Background: an optimization exercise with open tools, aiming at a short achievable clock period and few clock cycles per item. Do not read the settings as production practice. In this exercise RTL edits were held to simulation tests only and were not proved equivalent to the original.

job 9388:
==> flow/design.v (excerpt) <==
module array_multiplier (
	input  logic        clk,
	input  logic        reset,
	input  logic        in_valid,
	input  logic [15:0] x,
	input  logic [15:0] y,
	output logic        product_valid,
	output logic [31:0] product
);
Size in the first run: ~0.013 sq mm of cells after synthesis.
==> flow/config.mk <==
export PLATFORM = sky130hd
export DESIGN_NAME = array_multiplier
export DESIGN_NICKNAME = array_multiplier
export VERILOG_FILES = /design/flow/design.v
export SDC_FILE = /design/flow/constraint.sdc
export NUM_CORES = 4
export LEC_CHECK = 0
export CAP_MARGIN = 20
export CORE_MARGIN = 2
export CORE_UTILIZATION = 40
export SETUP_SLACK_MARGIN = 3.5
export SLEW_MARGIN = 20
export SYNTH_HIERARCHICAL = 1
==> flow/constraint.sdc <==
create_clock -name core_clock -period 6.0 [get_ports {clk}]
set_input_delay 1.2000 -clock core_clock [delete_from_list [all_inputs] [get_ports {clk}]]
set_output_delay 1.2000 -clock core_clock [all_outputs]
set_load 0.01 [all_outputs]
run.sh (not shown) runs the stock make flow with config.mk's settings and CLKGATE_MAP_FILE= SYNTH_SCRIPT=/design/flow/synth_recipe.tcl, a recipe that flattens the netlist after the stock synthesis.
Job 9388 went all the way through the flow, and no timing, DRC or antenna check failed.
Testbench counts of job 9388, summed over its fixed seeds: cycles 6,392, products 3,200.
## Diff of input files: job 8282 against job 9388
# job 9388
export LEC_CHECK = 0
export CAP_MARGIN = 20
export CORE_MARGIN = 2
export CORE_UTILIZATION = 40
export SETUP_SLACK_MARGIN = 3.5
export SLEW_MARGIN = 20
export SYNTH_HIERARCHICAL = 1
create_clock -name core_clock -period 6.0 [get_ports {clk}]
# job 8282
export LEC_CHECK = 0
export CAP_MARGIN = 20
export CORE_MARGIN = 2
export CORE_UTILIZATION = 40
export GPL_ROUTABILITY_DRIVEN = 0
export SETUP_SLACK_MARGIN = 3.5
export SLEW_MARGIN = 20
export SYNTH_HIERARCHICAL = 1
create_clock -name core_clock -period 6.0 [get_ports {clk}]
Results
Total global routing overflow: job 8282 vs job 9388 identical
Job 8282 was carried through to the last stage, and its layout satisfied the timing, DRC and antenna checks.
Diff job 8282..job 9388 | final cell count | unchanged
Reported for job 9388 and job 8282, number of ordinary inverters in the final layout turned out identical to the last digit.

== fjord ==
array_multiplier again, from the RTL that the note above started with.
Settings: LEC_CHECK=0, CAP_MARGIN=20, CORE_MARGIN=2, CORE_UTILIZATION=50, SETUP_SLACK_MARGIN=3.5, SLEW_MARGIN=20, SYNTH_HIERARCHICAL=1; clock period 6.0 ns.
Testbench counts of fjord, summed over its fixed seeds: cycles 6,392, products 3,200.
Setup changes, fjord to garnet
diff --git a/flow/config.mk b/flow/config.mk
--- a/flow/config.mk
+++ b/flow/config.mk
@@ -9,3 +9,4 @@
 export CORE_MARGIN = 2
-export CORE_UTILIZATION = 50
+export CORE_UTILIZATION = 40
+export PLACE_DENSITY = 0.7
 export SETUP_SLACK_MARGIN = 3.5
[summary]
- garnet vs. fjord: via count grew by about 6.4%; area added between synthesis and finish went up by 2.3 points; effective utilization at floorplan went down.
- Diff fjord -> garnet: post-CTS repair timing setup buffer count now larger; final design area excluding fillers rose by 300 sq um; met2 wire length went up; maximum frequency -about 4.4%.

Another version of the RTL of array_multiplier (not shown whole).
Size: roughly 1800 cells after synthesis, ~240 flip-flops, ~68 I/O pins, ~0.014 mm^2 of cells after synthesis.
Settings: LEC_CHECK=0, CAP_MARGIN=20, CORE_MARGIN=2, CORE_UTILIZATION=40, SETUP_SLACK_MARGIN=3.5, SLEW_MARGIN=20, SYNTH_HIERARCHICAL=1; clock period 6.0 ns.
The baseline finished clean.
Testbench counts at the start, summed over its fixed seeds: cycles 6,392, products 3,200.
Next try:
--- a/flow/config.mk
+++ b/flow/config.mk
@@ -10,2 +10,2 @@
-export CORE_UTILIZATION = 40
-export SETUP_SLACK_MARGIN = 3.5
+export CORE_UTILIZATION = 30
+export SETUP_SLACK_MARGIN = 3.7
Effect: The changed run finished clean; core utilization shrinks by 3.4 points; worst hold slack got worse by 0.0096 ns; wire length rises by 14%; final cell count increases by 11%; setup slack gets worse by 0.033 ns; global-route usage falls by 4.2 points; clock skew rose by 0.0093 ns; die area rises by 33%; critical path depth is unchanged.

## port drivers added, routing unchanged
The flow's constraints put no driver on any port. The routed layouts listed below were extracted and timed again, unchanged, in two steps. Step 1: set_driving_cell puts a clkbuf_16 on clk and a buf_2 on each other input, an assumption about the parent block. Step 2 adds t to the input delays and takes it off the output delays; t is the mean of the earliest and latest rising clock arrival at the registers after step 1. Input paths then give back, and output paths get back, about the clock's delay inside the block. a / b / c = ideal / step 1 / step 2; a / b = the first two.
run | shift t [ns] | setup slack, ns | latest minus earliest clock arrival (ns) | worst slew at a driven data input, ns
job 9388 | 0.562 | 3.482 / 3.433 / 2.973 | 0.026 / 0.025 | 0.05
job 8282 | 0.562 | 3.482 / 3.433 / 2.973 | 0.026 / 0.025 | 0.05
fjord | 0.565 | 3.485 / 3.435 / 2.991 | 0.010 / 0.010 | 0.03
garnet | 0.569 | 3.370 / 3.370 / 2.986 | 0.015 / 0.015 | 0.04
the first run of note 3 | 0.573 | 3.459 / 3.411 / 2.980 | 0.013 / 0.014 | 0.04
the second run of note 3 | 0.597 | 3.426 / 3.373 / 2.993 | 0.022 / 0.022 | 0.21
After both steps every run listed still meets setup and hold.
